Source: an optimization exercise on an open RTL-to-GDS flow (aim: small area and few clock cycles). Production flows keep margins and buffers that such runs may drop. The RTL of this run was laid out without a check of its function. Power and IR drop assume default switching activity.

$ cat constraint.sdc
create_clock -name core_clock -period 5.0 [get_ports {clk}]
set_input_delay 1.0000 -clock core_clock [delete_from_list [all_inputs] [get_ports {clk}]]
set_output_delay 1.0000 -clock core_clock [all_outputs]
set_load 0.01 [all_outputs]
$ cat flow/abc_area_map.script
strash
 dc2
 &get -n
 &syn2
 &dch -f
 &nf -R 1000
 &put
 topo
 stime -c
$ cat design.v
package ttlcd_pkg;
	localparam int unsigned PageCountDef = 8;
	localparam logic [7:0] LastColumn = 8'd131;
	localparam logic [7:0] WrapColumn = 8'd127;
	localparam logic [7:0] CmdPage = 8'hB0;
	localparam logic [7:0] CmdColHigh = 8'h10;
	localparam logic [7:0] CmdColLow = 8'h00;
	localparam logic [7:0] GlyphWidth = 8'd8;
	localparam logic [7:0] AlignMask = 8'hF8;
	localparam int unsigned GlyphDepth = 1024;
	localparam int unsigned GlyphAddrW = $clog2(GlyphDepth);
	localparam int unsigned ByteW = 8;
	localparam int unsigned RunBytes = 35;
	localparam int unsigned IdxW = $clog2(RunBytes);
	localparam logic [IdxW-1:0] LastIdx = IdxW'(RunBytes - 1);
	localparam logic [1:0] PosPage = 2'd0;
	localparam logic [1:0] PosColHigh = 2'd1;
	localparam logic [1:0] PosColLow = 2'd2;
	localparam logic [1:0] PosData = 2'd3;
	localparam logic [6:0] GlyphFirst = 7'd32;
	localparam int unsigned GlyphCount = 96;
	function automatic logic [39:0] font_core(input logic [6:0] idx);
		logic [39:0] row;
		case (idx)
			7'd0: row = 40'h0000000000;
			7'd1: row = 40'h00004F0000;
			7'd2: row = 40'h0000000000;
			7'd3: row = 40'h0000000000;
			7'd4: row = 40'h0000000000;
			7'd5: row = 40'h2313086462;
			7'd6: row = 40'h0000000000;
			7'd7: row = 40'h0000000000;
			7'd8: row = 40'h0000000000;
			7'd9: row = 40'h0000000000;
			7'd10: row = 40'h0000000000;
			7'd11: row = 40'h08083E0808;
			7'd12: row = 40'h0000000000;
			7'd13: row = 40'h0808080808;
			7'd14: row = 40'h6060000000;
			7'd15: row = 40'h0000000000;
			7'd16: row = 40'h3E4141413E;
			7'd17: row = 40'h44427F4040;
			7'd18: row = 40'h4261514946;
			7'd19: row = 40'h2141454B31;
			7'd20: row = 40'h1814127F10;
			7'd21: row = 40'h2745454539;
			7'd22: row = 40'h2C4A494930;
			7'd23: row = 40'h0301710907;
			7'd24: row = 40'h3649494936;
			7'd25: row = 40'h064949291E;
			7'd26: row = 40'h0036360000;
			7'd27: row = 40'h0000000000;
			7'd28: row = 40'h0000000000;
			7'd29: row = 40'h1414141414;
			7'd30: row = 40'h0000000000;
			7'd31: row = 40'h0201510906;
			7'd32: row = 40'h0000000000;
			7'd33: row = 40'h3C1211123C;
			7'd34: row = 40'h7F49494936;
			7'd35: row = 40'h3E41414122;
			7'd36: row = 40'h7F4141221C;
			7'd37: row = 40'h7F49494941;
			7'd38: row = 40'h7F09090901;
			7'd39: row = 40'h3F41494972;
			7'd40: row = 40'h7F0808087F;
			7'd41: row = 40'h00417F4100;
			7'd42: row = 40'h2040413F01;
			7'd43: row = 40'h7F08142241;
			7'd44: row = 40'h7F40404040;
			7'd45: row = 40'h7F020C027F;
			7'd46: row = 40'h7F0408027F;
			7'd47: row = 40'h3F4141413F;
			7'd48: row = 40'h7F09090906;
			7'd49: row = 40'h3F4151215E;
			7'd50: row = 40'h7F09192946;
			7'd51: row = 40'h2649494932;
			7'd52: row = 40'h01017F0101;
			7'd53: row = 40'h3F4040403F;
			7'd54: row = 40'h1F2040201F;
			7'd55: row = 40'h3F4038403F;
			7'd56: row = 40'h6314081463;
			7'd57: row = 40'h0708700807;
			7'd58: row = 40'h6151494543;
			7'd59: row = 40'h0000000000;
			7'd60: row = 40'h0000000000;
			7'd61: row = 40'h0000000000;
			7'd62: row = 40'h0000000000;
			7'd63: row = 40'h0000000000;
			7'd64: row = 40'h0000000000;
			7'd65: row = 40'h1054545478;
			7'd66: row = 40'h7F48444438;
			7'd67: row = 40'h3844444420;
			7'd68: row = 40'h384444487F;
			7'd69: row = 40'h3854545418;
			7'd70: row = 40'h087E090102;
			7'd71: row = 40'h0C5252523E;
			7'd72: row = 40'h7F08040478;
			7'd73: row = 40'h00447D4000;
			7'd74: row = 40'h2040443400;
			7'd75: row = 40'h7F10284400;
			7'd76: row = 40'h00417F4000;
			7'd77: row = 40'h7C04180478;
			7'd78: row = 40'h7C08040478;
			7'd79: row = 40'h3844444438;
			7'd80: row = 40'h7C14141408;
			7'd81: row = 40'h081414187C;
			7'd82: row = 40'h7C08040408;
			7'd83: row = 40'h4854545420;
			7'd84: row = 40'h043F444020;
			7'd85: row = 40'h3C4040207C;
			7'd86: row = 40'h1C2040201C;
			7'd87: row = 40'h3C4038403C;
			7'd88: row = 40'h4428102844;
			7'd89: row = 40'h0C5050503C;
			7'd90: row = 40'h4464544C44;
			7'd91: row = 40'h0000000000;
			7'd92: row = 40'h0000000000;
			7'd93: row = 40'h0000000000;
			7'd94: row = 40'h0000000000;
			7'd95: row = 40'h0705070000;
			default: row = 40'h0000000000;
		endcase
		font_core = row;
	endfunction
	function automatic logic [ByteW-1:0] glyph_byte(input logic [GlyphAddrW-1:0] addr);
		logic [6:0] code;
		logic [2:0] col;
		logic [39:0] row;
		logic [ByteW-1:0] res;
		code = addr[GlyphAddrW-1:3];
		col = addr[2:0];
		res = '0;
		if (code >= GlyphFirst && col >= 3'd1 && col <= 3'd5) begin
			row = font_core(7'(code - GlyphFirst));
			case (col)
				3'd1: res = row[39:32];
				3'd2: res = row[31:24];
				3'd3: res = row[23:16];
				3'd4: res = row[15:8];
				default: res = row[7:0];
			endcase
		end
		glyph_byte = res;
	endfunction
	typedef struct packed {
		logic valid;
		logic [ByteW-1:0] value;
		logic is_data;
		logic last;
		logic blank;
		logic [GlyphAddrW-1:0] rom_addr;
	} issue_t;
endpackage
module ttlcd_rom (
	input  logic [6:0] code,
	input  logic [3:0] col,
	output logic [6:0] data,
	output logic       shown
);
	logic [2:0] cc;
	logic [6:0] core;
	assign cc = col[2:0];
	assign shown = (code[6] | code[5]) & (col >= 4'd1) & (col <= 4'd5);
	assign data = core;
	logic new_n18;
	logic new_n19;
	logic new_n20;
	logic new_n21;
	logic new_n22;
	logic new_n23;
	logic new_n24;
	logic new_n25;
	logic new_n26;
	logic new_n27;
	logic new_n28;
	logic new_n29;
	logic new_n30;
	logic new_n31;
	logic new_n32;
	logic new_n33;
	logic new_n34;
	logic new_n35;
	logic new_n36;
	logic new_n37;
	logic new_n38;
	logic new_n39;
	logic new_n40;
	logic new_n41;
	logic new_n42;
	logic new_n43;
	logic new_n44;
	logic new_n45;
	logic new_n46;
	logic new_n47;
	logic new_n48;
	logic new_n49;
	logic new_n50;
	logic new_n51;
	logic new_n52;
	logic new_n53;
	logic new_n54;
	logic new_n55;
	logic new_n56;
	logic new_n57;
	logic new_n58;
	logic new_n59;
	logic new_n60;
	logic new_n61;
	logic new_n62;
	logic new_n63;
	logic new_n64;
	logic new_n65;
	logic new_n66;
	logic new_n67;
	logic new_n68;
	logic new_n69;
	logic new_n70;
	logic new_n71;
	logic new_n72;
	logic new_n73;
	logic new_n74;
	logic new_n75;
	logic new_n76;
	logic new_n77;
	logic new_n78;
	logic new_n79;
	logic new_n80;
	logic new_n81;
	logic new_n82;
	logic new_n83;
	logic new_n84;
	logic new_n85;
	logic new_n86;
	logic new_n87;
	logic new_n88;
	logic new_n89;
	logic new_n90;
	logic new_n91;
	logic new_n92;
	logic new_n93;
	logic new_n94;
	logic new_n95;
	logic new_n96;
	logic new_n97;
	logic new_n98;
	logic new_n99;
	logic new_n100;
	logic new_n101;
	logic new_n102;
	logic new_n103;
	logic new_n104;
	logic new_n105;
	logic new_n106;
	logic new_n107;
	logic new_n108;
	logic new_n109;
	logic new_n110;
	logic new_n111;
	logic new_n112;
	logic new_n113;
	logic new_n114;
	logic new_n115;
	logic new_n116;
	logic new_n117;
	logic new_n118;
	logic new_n119;
	logic new_n120;
	logic new_n121;
	logic new_n122;
	logic new_n123;
	logic new_n124;
	logic new_n125;
	logic new_n126;
	logic new_n127;
	logic new_n128;
	logic new_n129;
	logic new_n130;
	logic new_n131;
	logic new_n132;
	logic new_n133;
	logic new_n134;
	logic new_n135;
	logic new_n136;
	logic new_n137;
	logic new_n138;
	logic new_n139;
	logic new_n140;
	logic new_n141;
	logic new_n142;
	logic new_n143;
	logic new_n144;
	logic new_n145;
	logic new_n146;
	logic new_n147;
	logic new_n148;
	logic new_n149;
	logic new_n150;
	logic new_n151;
	logic new_n152;
	logic new_n153;
	logic new_n154;
	logic new_n155;
	logic new_n156;
	logic new_n157;
	logic new_n158;
	logic new_n159;
	logic new_n160;
	logic new_n161;
	logic new_n162;
	logic new_n163;
	logic new_n164;
	logic new_n165;
	logic new_n166;
	logic new_n167;
	logic new_n168;
	logic new_n169;
	logic new_n170;
	logic new_n171;
	logic new_n172;
	logic new_n173;
	logic new_n174;
	logic new_n175;
	logic new_n176;
	logic new_n177;
	logic new_n178;
	logic new_n179;
	logic new_n180;
	logic new_n181;
	logic new_n182;
	logic new_n183;
	logic new_n184;
	logic new_n185;
	logic new_n186;
	logic new_n187;
	logic new_n188;
	logic new_n189;
	logic new_n190;
	logic new_n191;
	logic new_n192;
	logic new_n193;
	logic new_n194;
	logic new_n195;
	logic new_n196;
	logic new_n197;
	logic new_n198;
	logic new_n199;
	logic new_n200;
	logic new_n201;
	logic new_n202;
	logic new_n203;
	logic new_n205;
	logic new_n206;
	logic new_n207;
	logic new_n208;
	logic new_n209;
	logic new_n210;
	logic new_n211;
	logic new_n212;
	logic new_n213;
	logic new_n214;
	logic new_n215;
	logic new_n216;
	logic new_n217;
	logic new_n218;
	logic new_n219;
	logic new_n220;
	logic new_n221;
	logic new_n222;
	logic new_n223;
	logic new_n224;
	logic new_n225;
	logic new_n226;
	logic new_n227;
	logic new_n228;
	logic new_n229;
	logic new_n230;
	logic new_n231;
	logic new_n232;
	logic new_n233;
	logic new_n234;
	logic new_n235;
	logic new_n236;
	logic new_n237;
	logic new_n238;
	logic new_n239;
	logic new_n240;
	logic new_n241;
	logic new_n242;
	logic new_n243;
	logic new_n244;
	logic new_n245;
	logic new_n246;
	logic new_n247;
	logic new_n248;
	logic new_n249;
	logic new_n250;
	logic new_n251;
	logic new_n252;
	logic new_n253;
	logic new_n254;
	logic new_n255;
	logic new_n256;
	logic new_n257;
	logic new_n258;
	logic new_n259;
	logic new_n260;
	logic new_n261;
	logic new_n262;
	logic new_n263;
	logic new_n264;
	logic new_n265;
	logic new_n266;
	logic new_n267;
	logic new_n268;
	logic new_n269;
	logic new_n270;
	logic new_n271;
	logic new_n272;
	logic new_n273;
	logic new_n274;
	logic new_n275;
	logic new_n276;
	logic new_n277;
	logic new_n278;
	logic new_n279;
	logic new_n280;
	logic new_n281;
	logic new_n282;
	logic new_n283;
	logic new_n284;
	logic new_n285;
	logic new_n286;
	logic new_n287;
	logic new_n288;
	logic new_n289;
	logic new_n290;
	logic new_n291;
	logic new_n292;
	logic new_n293;
	logic new_n294;
	logic new_n295;
	logic new_n296;
	logic new_n297;
	logic new_n298;
	logic new_n299;
	logic new_n300;
	logic new_n301;
	logic new_n302;
	logic new_n303;
	logic new_n304;
	logic new_n305;
	logic new_n306;
	logic new_n307;
	logic new_n308;
	logic new_n309;
	logic new_n310;
	logic new_n311;
	logic new_n312;
	logic new_n313;
	logic new_n314;
	logic new_n316;
	logic new_n317;
	logic new_n318;
	logic new_n319;
	logic new_n320;
	logic new_n321;
	logic new_n322;
	logic new_n323;
	logic new_n324;
	logic new_n325;
	logic new_n326;
	logic new_n327;
	logic new_n328;
	logic new_n329;
	logic new_n330;
	logic new_n331;
	logic new_n332;
	logic new_n333;
	logic new_n334;
	logic new_n335;
	logic new_n336;
	logic new_n337;
	logic new_n338;
	logic new_n339;
	logic new_n340;
	logic new_n341;
	logic new_n342;
	logic new_n343;
	logic new_n344;
	logic new_n345;
	logic new_n346;
	logic new_n347;
	logic new_n348;
	logic new_n349;
	logic new_n350;
	logic new_n351;
	logic new_n352;
	logic new_n353;
	logic new_n354;
	logic new_n355;
	logic new_n356;
	logic new_n357;
	logic new_n358;
	logic new_n359;
	logic new_n360;
	logic new_n361;
	logic new_n362;
	logic new_n363;
	logic new_n364;
	logic new_n365;
	logic new_n366;
	logic new_n367;
	logic new_n368;
	logic new_n369;
	logic new_n370;
	logic new_n371;
	logic new_n372;
	logic new_n373;
	logic new_n374;
	logic new_n375;
	logic new_n376;
	logic new_n377;
	logic new_n378;
	logic new_n379;
	logic new_n380;
	logic new_n382;
	logic new_n383;
	logic new_n384;
	logic new_n385;
	logic new_n386;
	logic new_n387;
	logic new_n388;
	logic new_n389;
	logic new_n390;
	logic new_n391;
	logic new_n392;
	logic new_n393;
	logic new_n394;
	logic new_n395;
	logic new_n396;
	logic new_n397;
	logic new_n398;
	logic new_n399;
	logic new_n400;
	logic new_n401;
	logic new_n402;
	logic new_n403;
	logic new_n404;
	logic new_n405;
	logic new_n406;
	logic new_n407;
	logic new_n408;
	logic new_n409;
	logic new_n410;
	logic new_n411;
	logic new_n412;
	logic new_n414;
	logic new_n415;
	logic new_n416;
	logic new_n417;
	logic new_n418;
	logic new_n419;
	logic new_n420;
	logic new_n421;
	logic new_n422;
	logic new_n423;
	logic new_n424;
	logic new_n425;
	logic new_n426;
	logic new_n427;
	logic new_n428;
	logic new_n429;
	logic new_n430;
	logic new_n431;
	logic new_n432;
	logic new_n433;
	logic new_n434;
	logic new_n435;
	logic new_n436;
	logic new_n437;
	logic new_n438;
	logic new_n439;
	logic new_n440;
	logic new_n441;
	logic new_n442;
	logic new_n443;
	logic new_n444;
	logic new_n445;
	logic new_n446;
	logic new_n447;
	logic new_n449;
	logic new_n450;
	logic new_n451;
	logic new_n452;
	logic new_n453;
	logic new_n454;
	logic new_n455;
	logic new_n456;
	logic new_n457;
	logic new_n458;
	logic new_n459;
	logic new_n460;
	logic new_n461;
	logic new_n462;
	logic new_n463;
	logic new_n464;
	logic new_n465;
	logic new_n466;
	logic new_n467;
	logic new_n468;
	logic new_n469;
	logic new_n470;
	logic new_n471;
	logic new_n472;
	logic new_n473;
	logic new_n474;
	logic new_n475;
	logic new_n477;
	logic new_n478;
	logic new_n479;
	logic new_n480;
	logic new_n481;
	logic new_n482;
	logic new_n483;
	logic new_n484;
	logic new_n485;
	logic new_n486;
	logic new_n487;
	logic new_n488;
	logic new_n489;
	logic new_n490;
	logic new_n491;
	logic new_n492;
	logic new_n493;
	logic new_n494;
	logic new_n495;
	logic new_n496;
	logic new_n497;
	assign new_n18 = ~code[3] & cc[2];
	assign new_n19 = code[6] & ~code[4];
	assign new_n20 = code[2] & new_n19;
	assign new_n21 = ~new_n18 & new_n20;
	assign new_n22 = ~code[3] & ~code[2];
	assign new_n23 = ~code[1] & ~code[0];
	assign new_n24 = code[1] & code[0];
	assign new_n25 = ~new_n23 & ~new_n24;
	assign new_n26 = new_n18 & ~new_n25;
	assign new_n27 = ~new_n22 & ~new_n26;
	assign new_n28 = ~code[3] & code[2];
	assign new_n29 = code[5] & code[4];
	assign new_n30 = ~code[1] & ~cc[0];
	assign new_n31 = new_n29 & new_n30;
	assign new_n32 = new_n28 & new_n31;
	assign new_n33 = ~code[6] & new_n29;
	assign new_n34 = code[3] & ~code[2];
	assign new_n35 = code[1] & new_n34;
	assign new_n36 = new_n33 & new_n35;
	assign new_n37 = ~new_n32 & ~new_n36;
	assign new_n38 = ~new_n27 & ~new_n37;
	assign new_n39 = ~code[2] & new_n33;
	assign new_n40 = code[5] & ~code[4];
	assign new_n41 = new_n28 & new_n40;
	assign new_n42 = cc[2] & ~cc[0];
	assign new_n43 = ~cc[2] & ~cc[1];
	assign new_n44 = code[6] & ~code[3];
	assign new_n45 = ~code[5] & code[4];
	assign new_n46 = ~new_n40 & ~new_n45;
	assign new_n47 = ~code[2] & new_n46;
	assign new_n48 = new_n44 & ~new_n47;
	assign new_n49 = code[3] & new_n39;
	assign new_n50 = ~new_n48 & ~new_n49;
	assign new_n51 = ~new_n43 & ~new_n50;
	assign new_n52 = ~code[1] & ~cc[2];
	assign new_n53 = ~code[5] & ~code[4];
	assign new_n54 = code[4] & ~code[1];
	assign new_n55 = code[5] & new_n54;
	assign new_n56 = cc[0] & ~new_n55;
	assign new_n57 = ~new_n31 & ~new_n56;
	assign new_n58 = ~new_n53 & ~new_n57;
	assign new_n59 = code[2] & ~new_n58;
	assign new_n60 = ~new_n52 & ~new_n59;
	assign new_n61 = new_n51 & ~new_n60;
	assign new_n62 = code[6] & code[0];
	assign new_n63 = ~code[1] & ~new_n34;
	assign new_n64 = ~new_n35 & ~new_n63;
	assign new_n65 = new_n62 & new_n64;
	assign new_n66 = ~code[1] & code[0];
	assign new_n67 = ~code[3] & new_n66;
	assign new_n68 = cc[0] & new_n67;
	assign new_n69 = ~new_n65 & ~new_n68;
	assign new_n70 = code[6] & ~code[2];
	assign new_n71 = ~new_n42 & ~new_n54;
	assign new_n72 = new_n70 & ~new_n71;
	assign new_n73 = ~cc[2] & cc[1];
	assign new_n74 = ~new_n28 & new_n73;
	assign new_n75 = ~new_n72 & new_n74;
	assign new_n76 = ~new_n69 & new_n75;
	assign new_n77 = ~code[4] & ~code[1];
	assign new_n78 = new_n22 & ~new_n77;
	assign new_n79 = new_n34 & new_n77;
	assign new_n80 = ~new_n78 & ~new_n79;
	assign new_n81 = ~code[4] & code[2];
	assign new_n82 = code[1] & ~cc[2];
	assign new_n83 = new_n81 & new_n82;
	assign new_n84 = new_n80 & ~new_n83;
	assign new_n85 = new_n19 & ~new_n28;
	assign new_n86 = ~new_n34 & new_n85;
	assign new_n87 = ~cc[0] & ~new_n43;
	assign new_n88 = new_n25 & new_n87;
	assign new_n89 = new_n86 & new_n88;
	assign new_n90 = new_n84 & new_n89;
	assign new_n91 = ~new_n19 & ~new_n44;
	assign new_n92 = code[3] & code[1];
	assign new_n93 = new_n80 & ~new_n92;
	assign new_n94 = ~new_n91 & ~new_n93;
	assign new_n95 = new_n42 & ~new_n66;
	assign new_n96 = new_n94 & new_n95;
	assign new_n97 = ~new_n90 & ~new_n96;
	assign new_n98 = ~new_n76 & new_n97;
	assign new_n99 = code[5] & ~code[2];
	assign new_n100 = ~new_n98 & new_n99;
	assign new_n101 = ~new_n61 & ~new_n100;
	assign new_n102 = ~new_n42 & new_n101;
	assign new_n103 = new_n41 & ~new_n102;
	assign new_n104 = cc[2] & cc[0];
	assign new_n105 = ~code[0] & new_n28;
	assign new_n106 = new_n33 & new_n105;
	assign new_n107 = ~new_n104 & new_n106;
	assign new_n108 = ~new_n103 & ~new_n107;
	assign new_n109 = ~new_n39 & new_n108;
	assign new_n110 = new_n25 & ~new_n84;
	assign new_n111 = ~new_n109 & new_n110;
	assign new_n112 = ~new_n38 & ~new_n111;
	assign new_n113 = ~new_n43 & ~new_n104;
	assign new_n114 = ~new_n25 & new_n113;
	assign new_n115 = code[0] & ~new_n53;
	assign new_n116 = code[6] & new_n34;
	assign new_n117 = ~new_n115 & new_n116;
	assign new_n118 = ~new_n114 & new_n117;
	assign new_n119 = ~code[4] & ~new_n73;
	assign new_n120 = new_n25 & new_n119;
	assign new_n121 = new_n118 & ~new_n120;
	assign new_n122 = new_n112 & ~new_n121;
	assign new_n123 = ~code[5] & new_n70;
	assign new_n124 = code[2] & code[0];
	assign new_n125 = new_n33 & new_n124;
	assign new_n126 = ~new_n123 & ~new_n125;
	assign new_n127 = code[1] & ~new_n126;
	assign new_n128 = new_n122 & ~new_n127;
	assign new_n129 = code[4] & code[2];
	assign new_n130 = new_n44 & new_n129;
	assign new_n131 = ~code[5] & new_n43;
	assign new_n132 = new_n44 & new_n131;
	assign new_n133 = ~new_n130 & ~new_n132;
	assign new_n134 = cc[0] & new_n73;
	assign new_n135 = ~code[0] & new_n134;
	assign new_n136 = ~new_n133 & new_n135;
	assign new_n137 = code[1] & ~new_n104;
	assign new_n138 = ~new_n29 & new_n43;
	assign new_n139 = new_n137 & ~new_n138;
	assign new_n140 = new_n66 & new_n104;
	assign new_n141 = ~new_n53 & new_n140;
	assign new_n142 = ~new_n139 & ~new_n141;
	assign new_n143 = ~code[2] & code[0];
	assign new_n144 = ~new_n86 & ~new_n143;
	assign new_n145 = new_n44 & ~new_n144;
	assign new_n146 = ~new_n142 & new_n145;
	assign new_n147 = ~new_n136 & ~new_n146;
	assign new_n148 = code[3] & ~new_n29;
	assign new_n149 = new_n134 & ~new_n148;
	assign new_n150 = new_n147 & new_n149;
	assign new_n151 = ~new_n128 & new_n150;
	assign new_n152 = ~new_n21 & ~new_n151;
	assign new_n153 = ~code[5] & new_n23;
	assign new_n154 = ~new_n114 & ~new_n153;
	assign new_n155 = ~new_n152 & ~new_n154;
	assign new_n156 = new_n122 & new_n147;
	assign new_n157 = code[4] & new_n123;
	assign new_n158 = ~new_n76 & ~new_n135;
	assign new_n159 = new_n157 & ~new_n158;
	assign new_n160 = ~new_n39 & ~new_n157;
	assign new_n161 = code[3] & ~code[1];
	assign new_n162 = code[0] & new_n113;
	assign new_n163 = new_n161 & new_n162;
	assign new_n164 = code[1] & new_n18;
	assign new_n165 = ~new_n163 & ~new_n164;
	assign new_n166 = ~new_n160 & ~new_n165;
	assign new_n167 = ~cc[0] & new_n166;
	assign new_n168 = ~new_n159 & ~new_n167;
	assign new_n169 = new_n70 & new_n163;
	assign new_n170 = new_n168 & new_n169;
	assign new_n171 = new_n156 & ~new_n170;
	assign new_n172 = code[0] & ~new_n101;
	assign new_n173 = new_n41 & new_n51;
	assign new_n174 = new_n39 & new_n113;
	assign new_n175 = ~new_n25 & ~new_n174;
	assign new_n176 = ~new_n173 & new_n175;
	assign new_n177 = new_n25 & ~new_n41;
	assign new_n178 = new_n21 & new_n177;
	assign new_n179 = ~new_n166 & ~new_n178;
	assign new_n180 = ~new_n113 & ~new_n179;
	assign new_n181 = ~code[3] & new_n33;
	assign new_n182 = new_n113 & new_n181;
	assign new_n183 = ~new_n23 & ~new_n182;
	assign new_n184 = ~new_n180 & new_n183;
	assign new_n185 = ~new_n176 & ~new_n184;
	assign new_n186 = ~new_n92 & ~new_n143;
	assign new_n187 = code[0] & new_n35;
	assign new_n188 = ~new_n186 & ~new_n187;
	assign new_n189 = new_n43 & ~new_n188;
	assign new_n190 = new_n94 & new_n189;
	assign new_n191 = ~code[1] & new_n41;
	assign new_n192 = ~code[0] & ~new_n84;
	assign new_n193 = ~new_n191 & ~new_n192;
	assign new_n194 = cc[2] & new_n66;
	assign new_n195 = ~new_n92 & ~new_n194;
	assign new_n196 = ~code[6] & code[5];
	assign new_n197 = ~new_n195 & new_n196;
	assign new_n198 = ~new_n134 & new_n197;
	assign new_n199 = ~new_n193 & new_n198;
	assign new_n200 = ~new_n190 & ~new_n199;
	assign new_n201 = ~new_n185 & new_n200;
	assign new_n202 = ~new_n172 & new_n201;
	assign new_n203 = new_n171 & new_n202;
	assign core[6] = ~(~new_n155 & new_n203);
	assign new_n205 = code[1] & cc[0];
	assign new_n206 = ~new_n30 & new_n73;
	assign new_n207 = ~new_n205 & new_n206;
	assign new_n208 = new_n40 & new_n62;
	assign new_n209 = new_n66 & new_n123;
	assign new_n210 = ~new_n208 & ~new_n209;
	assign new_n211 = new_n207 & ~new_n210;
	assign new_n212 = ~new_n137 & ~new_n161;
	assign new_n213 = ~code[2] & ~code[1];
	assign new_n214 = ~new_n44 & ~new_n213;
	assign new_n215 = code[0] & new_n29;
	assign new_n216 = new_n214 & new_n215;
	assign new_n217 = new_n22 & new_n216;
	assign new_n218 = ~new_n86 & ~new_n106;
	assign new_n219 = ~new_n217 & new_n218;
	assign new_n220 = new_n212 & ~new_n219;
	assign new_n221 = ~new_n211 & ~new_n220;
	assign new_n222 = ~code[4] & ~new_n25;
	assign new_n223 = ~new_n219 & new_n222;
	assign new_n224 = ~new_n221 & ~new_n223;
	assign new_n225 = ~new_n171 & new_n224;
	assign new_n226 = ~new_n23 & ~new_n113;
	assign new_n227 = ~new_n52 & new_n226;
	assign new_n228 = new_n112 & ~new_n227;
	assign new_n229 = ~new_n207 & new_n219;
	assign new_n230 = ~new_n228 & ~new_n229;
	assign new_n231 = code[2] & new_n86;
	assign new_n232 = ~new_n130 & ~new_n231;
	assign new_n233 = new_n226 & ~new_n232;
	assign new_n234 = new_n70 & ~new_n113;
	assign new_n235 = ~new_n212 & new_n234;
	assign new_n236 = new_n222 & new_n235;
	assign new_n237 = ~new_n233 & ~new_n236;
	assign new_n238 = new_n19 & new_n212;
	assign new_n239 = new_n27 & new_n238;
	assign new_n240 = new_n237 & ~new_n239;
	assign new_n241 = ~new_n94 & new_n113;
	assign new_n242 = ~code[1] & ~new_n18;
	assign new_n243 = ~new_n241 & new_n242;
	assign new_n244 = ~new_n240 & new_n243;
	assign new_n245 = new_n23 & ~new_n46;
	assign new_n246 = ~new_n232 & new_n245;
	assign new_n247 = new_n134 & new_n246;
	assign new_n248 = ~code[4] & ~new_n23;
	assign new_n249 = new_n28 & ~new_n248;
	assign new_n250 = ~code[4] & new_n35;
	assign new_n251 = ~new_n249 & ~new_n250;
	assign new_n252 = code[6] & new_n53;
	assign new_n253 = new_n42 & new_n252;
	assign new_n254 = ~new_n251 & new_n253;
	assign new_n255 = new_n24 & new_n44;
	assign new_n256 = new_n104 & new_n255;
	assign new_n257 = ~new_n86 & new_n256;
	assign new_n258 = ~new_n254 & ~new_n257;
	assign new_n259 = ~new_n247 & new_n258;
	assign new_n260 = ~code[0] & new_n73;
	assign new_n261 = ~new_n37 & new_n260;
	assign new_n262 = ~code[5] & ~code[2];
	assign new_n263 = ~new_n55 & ~new_n262;
	assign new_n264 = new_n25 & new_n42;
	assign new_n265 = ~new_n263 & new_n264;
	assign new_n266 = ~new_n261 & ~new_n265;
	assign new_n267 = new_n51 & ~new_n266;
	assign new_n268 = new_n29 & new_n70;
	assign new_n269 = code[1] & cc[2];
	assign new_n270 = code[3] & ~code[0];
	assign new_n271 = ~new_n269 & new_n270;
	assign new_n272 = new_n87 & new_n271;
	assign new_n273 = ~new_n140 & ~new_n272;
	assign new_n274 = new_n268 & ~new_n273;
	assign new_n275 = ~new_n267 & ~new_n274;
	assign new_n276 = new_n259 & new_n275;
	assign new_n277 = ~new_n244 & new_n276;
	assign new_n278 = new_n67 & new_n196;
	assign new_n279 = ~new_n252 & ~new_n278;
	assign new_n280 = code[2] & new_n43;
	assign new_n281 = ~new_n279 & new_n280;
	assign new_n282 = ~new_n29 & new_n190;
	assign new_n283 = ~new_n281 & ~new_n282;
	assign new_n284 = ~code[0] & ~new_n88;
	assign new_n285 = ~new_n162 & ~new_n284;
	assign new_n286 = ~new_n235 & ~new_n285;
	assign new_n287 = ~new_n29 & ~new_n285;
	assign new_n288 = new_n133 & ~new_n287;
	assign new_n289 = ~new_n286 & ~new_n288;
	assign new_n290 = ~new_n25 & new_n73;
	assign new_n291 = code[6] & ~code[1];
	assign new_n292 = ~new_n290 & ~new_n291;
	assign new_n293 = ~new_n251 & ~new_n292;
	assign new_n294 = code[5] & cc[0];
	assign new_n295 = ~new_n52 & new_n294;
	assign new_n296 = new_n293 & new_n295;
	assign new_n297 = ~new_n199 & ~new_n296;
	assign new_n298 = ~new_n289 & new_n297;
	assign new_n299 = new_n283 & new_n298;
	assign new_n300 = new_n277 & new_n299;
	assign new_n301 = ~new_n230 & new_n300;
	assign new_n302 = ~new_n197 & ~new_n205;
	assign new_n303 = ~new_n69 & ~new_n302;
	assign new_n304 = ~code[3] & ~new_n104;
	assign new_n305 = new_n72 & ~new_n304;
	assign new_n306 = new_n285 & new_n305;
	assign new_n307 = ~new_n303 & ~new_n306;
	assign new_n308 = ~new_n251 & ~new_n307;
	assign new_n309 = ~code[1] & ~new_n39;
	assign new_n310 = ~code[0] & ~new_n309;
	assign new_n311 = new_n175 & new_n310;
	assign new_n312 = ~new_n190 & ~new_n311;
	assign new_n313 = ~new_n308 & new_n312;
	assign new_n314 = new_n301 & new_n313;
	assign core[5] = ~(~new_n225 & new_n314);
	assign new_n316 = new_n240 & ~core[5];
	assign new_n317 = ~new_n108 & ~new_n316;
	assign new_n318 = ~new_n34 & new_n127;
	assign new_n319 = ~new_n39 & ~new_n173;
	assign new_n320 = ~code[3] & code[0];
	assign new_n321 = ~new_n319 & ~new_n320;
	assign new_n322 = ~new_n157 & ~new_n199;
	assign new_n323 = ~new_n321 & new_n322;
	assign new_n324 = ~new_n92 & ~new_n323;
	assign new_n325 = ~new_n318 & ~new_n324;
	assign new_n326 = ~new_n113 & ~new_n325;
	assign new_n327 = ~code[4] & ~new_n259;
	assign new_n328 = cc[0] & new_n197;
	assign new_n329 = new_n293 & new_n328;
	assign new_n330 = ~new_n327 & ~new_n329;
	assign new_n331 = ~new_n90 & new_n237;
	assign new_n332 = ~code[5] & ~new_n331;
	assign new_n333 = new_n330 & ~new_n332;
	assign new_n334 = ~new_n326 & new_n333;
	assign new_n335 = ~new_n193 & ~new_n334;
	assign new_n336 = ~new_n125 & ~new_n136;
	assign new_n337 = ~new_n335 & new_n336;
	assign new_n338 = new_n142 & ~new_n337;
	assign new_n339 = new_n94 & new_n135;
	assign new_n340 = new_n98 & ~new_n339;
	assign new_n341 = new_n330 & new_n340;
	assign new_n342 = ~new_n23 & new_n53;
	assign new_n343 = new_n86 & new_n342;
	assign new_n344 = new_n341 & new_n343;
	assign new_n345 = code[5] & ~new_n341;
	assign new_n346 = new_n157 & new_n272;
	assign new_n347 = ~new_n345 & ~new_n346;
	assign new_n348 = ~new_n344 & new_n347;
	assign new_n349 = ~new_n127 & ~new_n348;
	assign new_n350 = code[0] & new_n134;
	assign new_n351 = ~new_n117 & new_n330;
	assign new_n352 = new_n350 & ~new_n351;
	assign new_n353 = new_n104 & ~new_n251;
	assign new_n354 = new_n283 & ~new_n353;
	assign new_n355 = new_n20 & ~new_n354;
	assign new_n356 = new_n125 & new_n161;
	assign new_n357 = ~new_n261 & ~new_n356;
	assign new_n358 = ~new_n355 & new_n357;
	assign new_n359 = ~new_n352 & new_n358;
	assign new_n360 = new_n185 & new_n350;
	assign new_n361 = ~new_n133 & new_n226;
	assign new_n362 = ~new_n306 & ~new_n361;
	assign new_n363 = ~new_n360 & new_n362;
	assign new_n364 = code[6] & new_n24;
	assign new_n365 = ~new_n148 & new_n364;
	assign new_n366 = ~new_n178 & ~new_n365;
	assign new_n367 = new_n280 & ~new_n366;
	assign new_n368 = ~new_n43 & ~new_n194;
	assign new_n369 = new_n268 & ~new_n368;
	assign new_n370 = ~new_n367 & ~new_n369;
	assign new_n371 = ~new_n214 & new_n243;
	assign new_n372 = new_n370 & new_n371;
	assign new_n373 = ~new_n118 & ~new_n372;
	assign new_n374 = new_n29 & ~new_n373;
	assign new_n375 = ~new_n190 & ~new_n367;
	assign new_n376 = ~new_n374 & new_n375;
	assign new_n377 = new_n363 & new_n376;
	assign new_n378 = new_n359 & new_n377;
	assign new_n379 = ~new_n349 & new_n378;
	assign new_n380 = ~new_n338 & new_n379;
	assign core[2] = ~(~new_n317 & new_n380);
	assign new_n382 = code[6] & ~new_n193;
	assign new_n383 = ~new_n274 & ~new_n382;
	assign new_n384 = ~core[2] & ~new_n383;
	assign new_n385 = ~new_n173 & ~new_n384;
	assign new_n386 = code[0] & ~new_n385;
	assign new_n387 = ~new_n41 & ~new_n66;
	assign new_n388 = new_n66 & new_n363;
	assign new_n389 = ~new_n387 & ~new_n388;
	assign new_n390 = ~new_n301 & new_n389;
	assign new_n391 = ~new_n49 & ~new_n145;
	assign new_n392 = new_n140 & ~new_n391;
	assign new_n393 = new_n237 & ~new_n247;
	assign new_n394 = ~new_n392 & new_n393;
	assign new_n395 = ~new_n390 & new_n394;
	assign new_n396 = code[1] & ~new_n320;
	assign new_n397 = new_n268 & ~new_n396;
	assign new_n398 = ~cc[2] & ~cc[0];
	assign new_n399 = new_n66 & new_n398;
	assign new_n400 = new_n41 & new_n399;
	assign new_n401 = ~new_n397 & ~new_n400;
	assign new_n402 = new_n113 & ~new_n401;
	assign new_n403 = new_n276 & ~new_n402;
	assign new_n404 = ~new_n113 & new_n401;
	assign new_n405 = ~new_n276 & ~new_n404;
	assign new_n406 = ~new_n403 & ~new_n405;
	assign new_n407 = ~new_n224 & ~new_n346;
	assign new_n408 = new_n313 & new_n407;
	assign new_n409 = ~new_n406 & new_n408;
	assign new_n410 = new_n359 & new_n409;
	assign new_n411 = ~new_n151 & new_n410;
	assign new_n412 = new_n395 & new_n411;
	assign core[4] = ~(~new_n386 & new_n412);
	assign new_n414 = ~new_n104 & ~new_n398;
	assign new_n415 = new_n342 & new_n414;
	assign new_n416 = ~new_n178 & ~new_n415;
	assign new_n417 = ~new_n261 & new_n416;
	assign new_n418 = ~new_n101 & ~new_n417;
	assign new_n419 = new_n161 & new_n174;
	assign new_n420 = ~new_n106 & ~new_n125;
	assign new_n421 = new_n95 & ~new_n420;
	assign new_n422 = ~new_n419 & ~new_n421;
	assign new_n423 = ~new_n418 & new_n422;
	assign new_n424 = new_n313 & new_n370;
	assign new_n425 = ~code[3] & ~new_n424;
	assign new_n426 = code[5] & ~new_n64;
	assign new_n427 = ~new_n291 & ~new_n426;
	assign new_n428 = ~code[6] & code[3];
	assign new_n429 = ~new_n134 & ~new_n428;
	assign new_n430 = ~code[4] & ~new_n44;
	assign new_n431 = ~new_n429 & new_n430;
	assign new_n432 = ~new_n427 & ~new_n431;
	assign new_n433 = ~cc[2] & new_n117;
	assign new_n434 = ~new_n431 & new_n433;
	assign new_n435 = new_n427 & ~new_n434;
	assign new_n436 = code[0] & ~new_n435;
	assign new_n437 = ~new_n432 & new_n436;
	assign new_n438 = new_n46 & new_n306;
	assign new_n439 = ~cc[2] & new_n106;
	assign new_n440 = ~new_n290 & new_n439;
	assign new_n441 = ~new_n438 & ~new_n440;
	assign new_n442 = ~new_n437 & new_n441;
	assign new_n443 = new_n168 & new_n442;
	assign new_n444 = ~new_n355 & new_n443;
	assign new_n445 = ~new_n425 & new_n444;
	assign new_n446 = new_n423 & new_n445;
	assign new_n447 = new_n395 & new_n446;
	assign core[3] = ~(~new_n384 & new_n447);
	assign new_n449 = new_n45 & new_n104;
	assign new_n450 = code[1] & new_n41;
	assign new_n451 = ~new_n449 & ~new_n450;
	assign new_n452 = core[6] & ~new_n451;
	assign new_n453 = ~new_n52 & ~new_n309;
	assign new_n454 = ~new_n156 & new_n453;
	assign new_n455 = ~new_n123 & ~new_n173;
	assign new_n456 = ~new_n398 & ~new_n455;
	assign new_n457 = ~new_n181 & ~new_n456;
	assign new_n458 = new_n113 & ~new_n457;
	assign new_n459 = new_n39 & new_n269;
	assign new_n460 = new_n156 & ~new_n459;
	assign new_n461 = new_n458 & ~new_n460;
	assign new_n462 = ~new_n454 & new_n461;
	assign new_n463 = ~new_n277 & new_n338;
	assign new_n464 = new_n76 & new_n294;
	assign new_n465 = ~new_n367 & ~new_n400;
	assign new_n466 = ~new_n464 & new_n465;
	assign new_n467 = new_n91 & ~new_n466;
	assign new_n468 = new_n283 & ~new_n467;
	assign new_n469 = ~new_n463 & new_n468;
	assign new_n470 = ~new_n106 & ~new_n261;
	assign new_n471 = new_n106 & ~new_n207;
	assign new_n472 = ~new_n470 & ~new_n471;
	assign new_n473 = new_n334 & ~new_n472;
	assign new_n474 = new_n469 & new_n473;
	assign new_n475 = ~new_n462 & new_n474;
	assign core[1] = ~(~new_n452 & new_n475);
	assign new_n477 = code[5] & ~new_n225;
	assign new_n478 = ~code[4] & ~new_n69;
	assign new_n479 = ~new_n78 & ~new_n478;
	assign new_n480 = code[6] & new_n113;
	assign new_n481 = ~new_n479 & new_n480;
	assign new_n482 = ~new_n240 & ~new_n326;
	assign new_n483 = ~new_n481 & ~new_n482;
	assign new_n484 = ~new_n477 & ~new_n483;
	assign new_n485 = new_n310 & ~new_n472;
	assign new_n486 = new_n458 & new_n485;
	assign new_n487 = new_n157 & ~new_n373;
	assign new_n488 = new_n20 & ~new_n298;
	assign new_n489 = code[2] & new_n290;
	assign new_n490 = code[3] & ~new_n489;
	assign new_n491 = ~new_n216 & ~new_n246;
	assign new_n492 = ~new_n490 & ~new_n491;
	assign new_n493 = ~new_n488 & ~new_n492;
	assign new_n494 = ~new_n487 & new_n493;
	assign new_n495 = new_n423 & new_n494;
	assign new_n496 = ~new_n486 & new_n495;
	assign new_n497 = new_n469 & new_n496;
	assign core[0] = ~(~new_n484 & new_n497);
endmodule
module text_to_lcd_command_stream #(
	parameter int unsigned PAGE_COUNT = ttlcd_pkg::PageCountDef
) (
	input  logic       clk,
	input  logic       arst_n,
	input  logic       in_valid,
	output logic       in_ready,
	input  logic [7:0] char_code,
	output logic       out_valid,
	input  logic       out_ready,
	output logic [7:0] out_byte,
	output logic       is_data,
	output logic       last
);
	localparam int unsigned PageW = (PAGE_COUNT > 1) ? $clog2(PAGE_COUNT) : 1;
	localparam logic [PageW-1:0] PageMax = PageW'(PAGE_COUNT - 1);
	logic [3:0]       grp_q;
	logic [1:0]       pos_q;
	logic [6:0]       code_q;    
	logic [3:0]       cell_q;    
	logic [PageW-1:0] page_q;
	logic       idle;
	logic       last_byte;
	logic       take;
	logic       step;
	logic [7:0] col_cur;
	logic [7:0] mirrored;
	logic [6:0] glyph;
	logic [6:0] glyph_q;
	logic       shown;
	assign idle = grp_q[3] & (pos_q == 2'd3);
	assign last_byte = grp_q[3] & (pos_q == 2'd2);
	assign in_ready = idle | (last_byte & out_ready);
	assign take = in_valid & in_ready;
	assign step = out_ready & ~idle;
	always_ff @(posedge clk or negedge arst_n) begin
		if (!arst_n) begin
			grp_q <= 4'd8;
			pos_q <= 2'd3;
			cell_q <= '0;
			page_q <= '0;
		end else begin
			if (take) begin
				grp_q <= '0;
				pos_q <= '0;
			end else if (step) begin
				{grp_q, pos_q} <= {grp_q, pos_q} + 6'd1;
			end
			if (step & last_byte) begin
				{page_q, cell_q} <= {page_q, cell_q} + 7'd1;
			end
		end
	end
	always_ff @(posedge clk) begin
		if (in_ready) begin
			code_q <= {char_code[6:5] & ~{2{char_code[7]}}, char_code[4:0]};
		end
	end
	assign col_cur = {1'b0, cell_q, 3'b000} + {4'b0, grp_q};
	assign mirrored = ttlcd_pkg::LastColumn - col_cur;
	ttlcd_rom u_font (
		.code(code_q),
		.col (grp_q),
		.data(glyph),
		.shown(shown)
	);
	always_ff @(posedge clk) begin
		glyph_q <= glyph;
	end
	assign out_valid = ~idle;
	assign is_data = (pos_q == 2'd3);
	assign last = last_byte;
	always_comb begin
		case (pos_q)
			2'd0: out_byte = ttlcd_pkg::CmdPage + 8'(page_q);
			2'd1: out_byte = ttlcd_pkg::CmdColHigh + {4'b0, mirrored[7:4]};
			2'd2: out_byte = ttlcd_pkg::CmdColLow + {4'b0, mirrored[3:0]};
			default: out_byte = {1'b0, shown ? glyph_q : 7'd0};
		endcase
	end
endmodule
$ cat config.mk
export PLATFORM = sky130hd
export DESIGN_NAME = text_to_lcd_command_stream
export DESIGN_NICKNAME = text_to_lcd_command_stream
export VERILOG_FILES = /design/flow/design.v
export SDC_FILE = /design/flow/constraint.sdc
export NUM_CORES = 4
export LEC_CHECK = 0
export CAP_MARGIN = 20
export CORE_MARGIN = 2
export CORE_UTILIZATION = 30
export GPL_TIMING_DRIVEN = 0
export PLACE_DENSITY = 0.5
export SETUP_SLACK_MARGIN = 0.2
export SLEW_MARGIN = 20
export SYNTH_MEMORY_MAX_BITS = 16384
$ cat flow/run.sh
#!/bin/bash
# Layout flow: the standard layout (standard.sh) with these changes to how it is made:
#  - synthesis: ABC maps the combinational logic with flow/abc_area_map.script (choices,
#    then area-oriented mapping) in place of ORFS's abc_area.script, and Yosys's half/full
#    adder extraction is skipped (ADDER_MAP_FILE empty) so ABC optimises those gates with
#    the rest. Registers are mapped by dfflibmap before either step, exactly as in the
#    standard synthesis, and synth_recipe.tcl's flatten and renaming are kept as they are;
#  - every input and output port still gets its own buffer, a sky130_fd_sc_hd__buf_1
#    (BUFFER_PORTS_ARGS) instead of the larger cell buffer_ports picks by default.
# Each tool's output goes to ORFS's logs under orfs/logs/; make's own output to
# make_finish.log here.
set -euo pipefail
W=$(pwd)
sed -e 's#log_cmd abc {\*}$abc_args#log_cmd abc {*}[lreplace $abc_args 1 1 '"$W"'/flow/abc_area_map.script]#' \
	"$FLOW_HOME/scripts/synth.tcl" > "$W/synth_area.tcl"
grep -q 'abc_area_map.script' "$W/synth_area.tcl"
sed -e "s#\$::env(SCRIPTS_DIR)/synth.tcl#$W/synth_area.tcl#" "$W/synth_recipe.tcl" > "$W/synth_wrap.tcl"
grep -q 'synth_area.tcl' "$W/synth_wrap.tcl"
bash "$W/standard.sh" SYNTH_SCRIPT="$W/synth_wrap.tcl" ADDER_MAP_FILE= \
	BUFFER_PORTS_ARGS="-buffer_cell sky130_fd_sc_hd__buf_1" finish > "$W/make_finish.log" 2>&1
$ cat standard.sh
#!/bin/bash
# synth_recipe.tcl (not shown) runs the flow's synth.tcl, then flattens the netlist and writes it again
# the make line also repeats each setting of config.mk as NAME=value (left out here)
make -C /OpenROAD-flow-scripts/flow DESIGN_CONFIG=/design/flow/config.mk WORK_HOME=/design/flow/orfs CLKGATE_MAP_FILE= SYNTH_SCRIPT=/design/flow/synth_recipe.tcl "${@:-finish}"
==> impl_metrics.env <==
export IMPL_status="timing/DRC/antenna clean"
export IMPL_htreeDepth=1
export IMPL_place_gp_congestion=1.043
export IMPL_clock_latency_ns=0.27
export IMPL_drt_iter0_markers=690
export IMPL_firstDrtPassIters=7
export IMPL_via_count=3981
export IMPL_die_height_um=101.6
export IMPL_rows=35
export IMPL_rrSetupSlack_ns=0.36
export IMPL_fmax_mhz=215.7
export IMPL_grt_overflow=0
export IMPL_critPathArrivalTime_ns=4.75
export IMPL_design_area_sq_mm=0.003432
export IMPL_nets=496
export IMPL_start_util=0.3094
export IMPL_synth_area_per_cell_sq_um=6.618
export IMPL_tns_ns=0
export IMPL_startpoint="grp_q[2]"
export IMPL_synth_area_top_cells="nor2_1 (8.9%), dfrtp_1 (8.8%), edfxtp_1 (7.4%), nand2_1 (7.4%), o21ai_0 (7.0%)"
export IMPL_worstSetupEndpoint="glyph_q[4]"
export IMPL_drv_cap=0
export IMPL_ir_worst_vdd_uv=255.3
export IMPL_clockBufferDepth=2
export IMPL_leakagePower_nw=1.246
export IMPL_synth_cell_types=51
export IMPL_cts_tree="done"
export IMPL_drive_gt1_frac=0.09317
export IMPL_wl_um=13640
export IMPL_rr_worst_depth=24
export IMPL_hp_class="flop to flop"
export IMPL_switching_share=0.5670
export IMPL_finalSetupViolations=0
export IMPL_finalHoldViolCount=0
export IMPL_die_x_um=101.6
export IMPL_cp_start_kind="flop"
export IMPL_place_area_sq_mm=0.003137
export IMPL_power_frac_comb=0.659
export IMPL_areaGrowthSynthToFinish_pct=20.04
export IMPL_powerDensity_mw_per_mm2=529.2
export IMPL_grt_pass1_wl_um=20980
export IMPL_yosysMostFrequentCell="nor2_1"
export IMPL_cts_root_buf="clkbuf_8"
export IMPL_relSlewSlack=0.1905
export IMPL_clock_sinks=27
export IMPL_cts_clk_slew_worst_paths_ns=0.09
export IMPL_path_class="flop to flop"
export IMPL_io_pins=24
export IMPL_ys_flop_type="dfrtp_1"
export IMPL_design_die_area_sq_mm=0.01033
export IMPL_wl_per_cell_um=22.29
export IMPL_ys_seq_elements=27
export IMPL_crit_path_end_kind="flop"
export IMPL_drc_errors=0
export IMPL_fillCellCount=1008
export IMPL_worst_slew_pin_slew_ns=1.205
export IMPL_ys_top_cells_by_count="nor2_1 (68), nand2_1 (56), o21ai_0 (40), a21oi_1 (37), nor3_1 (28)"
export IMPL_period_share=0.9271
export IMPL_grt_usage=0.2646
export IMPL_avgViaCountPerCell=6.505
export IMPL_async_flop_share=0.4815
export IMPL_syn_num_nets=444
export IMPL_seq_power_share=0.272
export IMPL_synth_edf_count=7
export IMPL_drv_slew=0
export IMPL_worst_ep_required_time_ns=5.12
export IMPL_r2r_end="glyph_q[4]"
export IMPL_grt_max_degree=27
export IMPL_min_period_ns=4.636
export IMPL_cp_max_fo=26
export IMPL_netlist_area_sq_mm=0.002859
export IMPL_io_buffers=23
export IMPL_reg2reg_from="grp_q[2]"
export IMPL_finClkSkew_ns=0.004833
export IMPL_cts_buffers=3
export IMPL_grt_antenna_before_repair=0
export IMPL_dp_hpwl_um=9043
export IMPL_syn_inst=432
export IMPL_yosysSeqAreaShare=0.2376
export IMPL_yosys_area_top_type_share=0.08928
export IMPL_yosysWarningCount=1
export IMPL_intPower_mw=0.7863
export IMPL_grt_setup_unrepaired="no"
export IMPL_p_sw_mw=1.030
export IMPL_yosys_area_top_type="nor2_1"
export IMPL_n_antenna_cell=0
export IMPL_clockPowerShare=0.069
export IMPL_grt_pass1_vias=3698
export IMPL_design_core_area_sq_mm=0.009240
export IMPL_antenna_left=0
[cell families after synthesis]
family / Yosys count / synth area share
xor gates and xnor gates: 14 / 0.04289
and+or+nand+nor: 250 / 0.4193
DFF: 27 / 0.2376
buffers and inverters: 10 / 0.01313
AOI/OAI and AO/OA: 130 / 0.2836
muxes: 1 / 0.003501
[what timing repair did]
item	CTS	global route
pin swaps	1	3
buffers inserted	18	4
hold buffers	0	0
setup endpoints to repair	6	3
resized for setup	10	11
[final cells by class]
| class | instances | area (sq um) | share of cell area |
|---|---|---|---|
| Clock buffer | 3 | 41.29 | 0.01203 |
| Clock inverter | 1 | 7.507 | 0.002187 |
| Inverter | 10 | 38.79 | 0.01130 |
| Multi-Input combinational cell | 395 | 2208 | 0.6435 |
| Sequential cell | 27 | 681.9 | 0.1987 |
| Tap cell | 129 | 161.4 | 0.04703 |
| Timing Repair Buffer | 47 | 292.8 | 0.08531 |
[placed cells by master, fill, tap and decap left out, types with 3 or more instances in the layout]
cell type,count
buf_4,19
xnor2_1,10
o22ai_1,4
and2_0,7
a21o_1,4
buf_6,3
or2_0,3
dfxtp_1,7
a21oi_1,36
o32ai_1,5
xor2_1,3
a311oi_1,3
nand2b_1,13
a2111oi_0,3
nor2_1,66
dfstp_2,3
and3_1,9
a31oi_1,4
edfxtp_1,7
o211ai_1,3
a211oi_1,6
nor3_1,26
dfrtp_1,8
nand4_1,7
nor4_1,4
nand2_1,56
clkinv_1,9
o21ai_0,38
buf_1,23
clkbuf_8,3
or3_1,6
nand3_1,24
nor2b_1,14
[worst min-delay path by stage]
stage              start   endpoint  depth (start not counted)
2_1_floorplan  page_q[2]  page_q[2]                          1
3_3_place_gp   page_q[2]  page_q[2]                          1
3_5_place_dp   page_q[2]  page_q[2]                          1
4_1_cts        page_q[2]  page_q[2]                          1
5_1_grt        page_q[2]  page_q[2]                          1
6_report       page_q[2]  page_q[2]                          1
[through the flow]
stage	hold slack [ns]	power [mW]	utilization	worst slack, ns	instances
after floorplan	0.4390	1.136	-	1.000	432
final	0.4762	1.816	0.3714	0.3644	612
after detailed placement	0.4677	1.520	0.3395	-0.7283	586
after CTS	0.4819	1.736	0.3653	0.2339	608
after global placement	0.4623	1.549	0.3362	-0.9973	584
after global routing	0.5053	1.919	0.3714	0.2156	612
[flip-flops by register name, summed over array words and instances (netlist names)]
register / count
cell_q: 4
pos_q: 2
grp_q: 4
code_q: 7
glyph_q: 7
page_q: 3
[worst max-delay path, stage by stage, from the launching register on]
cell	delay, ns
dfrtp_2	0.76
nor3_1	0.13
a211oi_1	0.52
and3_1	0.31
nor2_1	0.07
o21ai_1	0.14
a32oi_2	0.16
clkinv_1	0.09
o21ai_0	0.07
o21ai_1	0.20
nor2_1	0.09
nor3_1	0.24
a21oi_2	0.09
o31a_1	0.14
and2_1	0.18
o31ai_1	0.16
and2_0	0.29
nor3_2	0.07
nand2_1	0.11
nand2_1	0.06
nand3_1	0.12
or2_0	0.17
clkinv_1	0.06
o21ai_0	0.15
nand4_1	0.10
[per-layer routing]
layer / track usage / wire length [um] / part of all wire
met1: 0.3565 / 5418 / 0.40
met2: 0.3877 / 5501 / 0.40
met3: 0.06694 / 1740 / 0.13
met4: 0.1383 / 979 / 0.072
met5: 0 / 0 / 0
[power by group through the flow]
stage,clock network (mW),logic [mW],registers [mW]
2_1_floorplan,0,0.680,0.456
6_report,0.126,1.20,0.494
3_5_place_dp,0,0.981,0.539
4_1_cts,0.134,1.12,0.485
5_1_grt,0.143,1.27,0.506
3_3_place_gp,0,0.996,0.553

-- afterwards: timing with drivers on the ports --
No port has a modelled driver above. Below, the same layout with a new extraction and two added sets of constraints.
Step 1: set_driving_cell puts a clkbuf_16 on clk and a buf_2 on each other input, an assumption about the parent block.
Step 2 adds t to the input delays and takes it off the output delays; t is the mean of the earliest and latest rising clock arrival at the registers after step 1. Input paths then give back, and output paths get back, about the clock's delay inside the block.
Three values: no drivers, after step 1, after step 2; two values: the first two.
shift t [ns]: 0.300
setup WS [ns]: 0.364 / 0.364 / 0.364
worst hold slack (ns): 0.476 / 0.476 / 0.476
cell pins on the clock port's net: 1
After both steps setup and hold are still met in this run. The setup slack of this run moves by 0.000 ns with the drivers and by 0.000 ns with both steps.
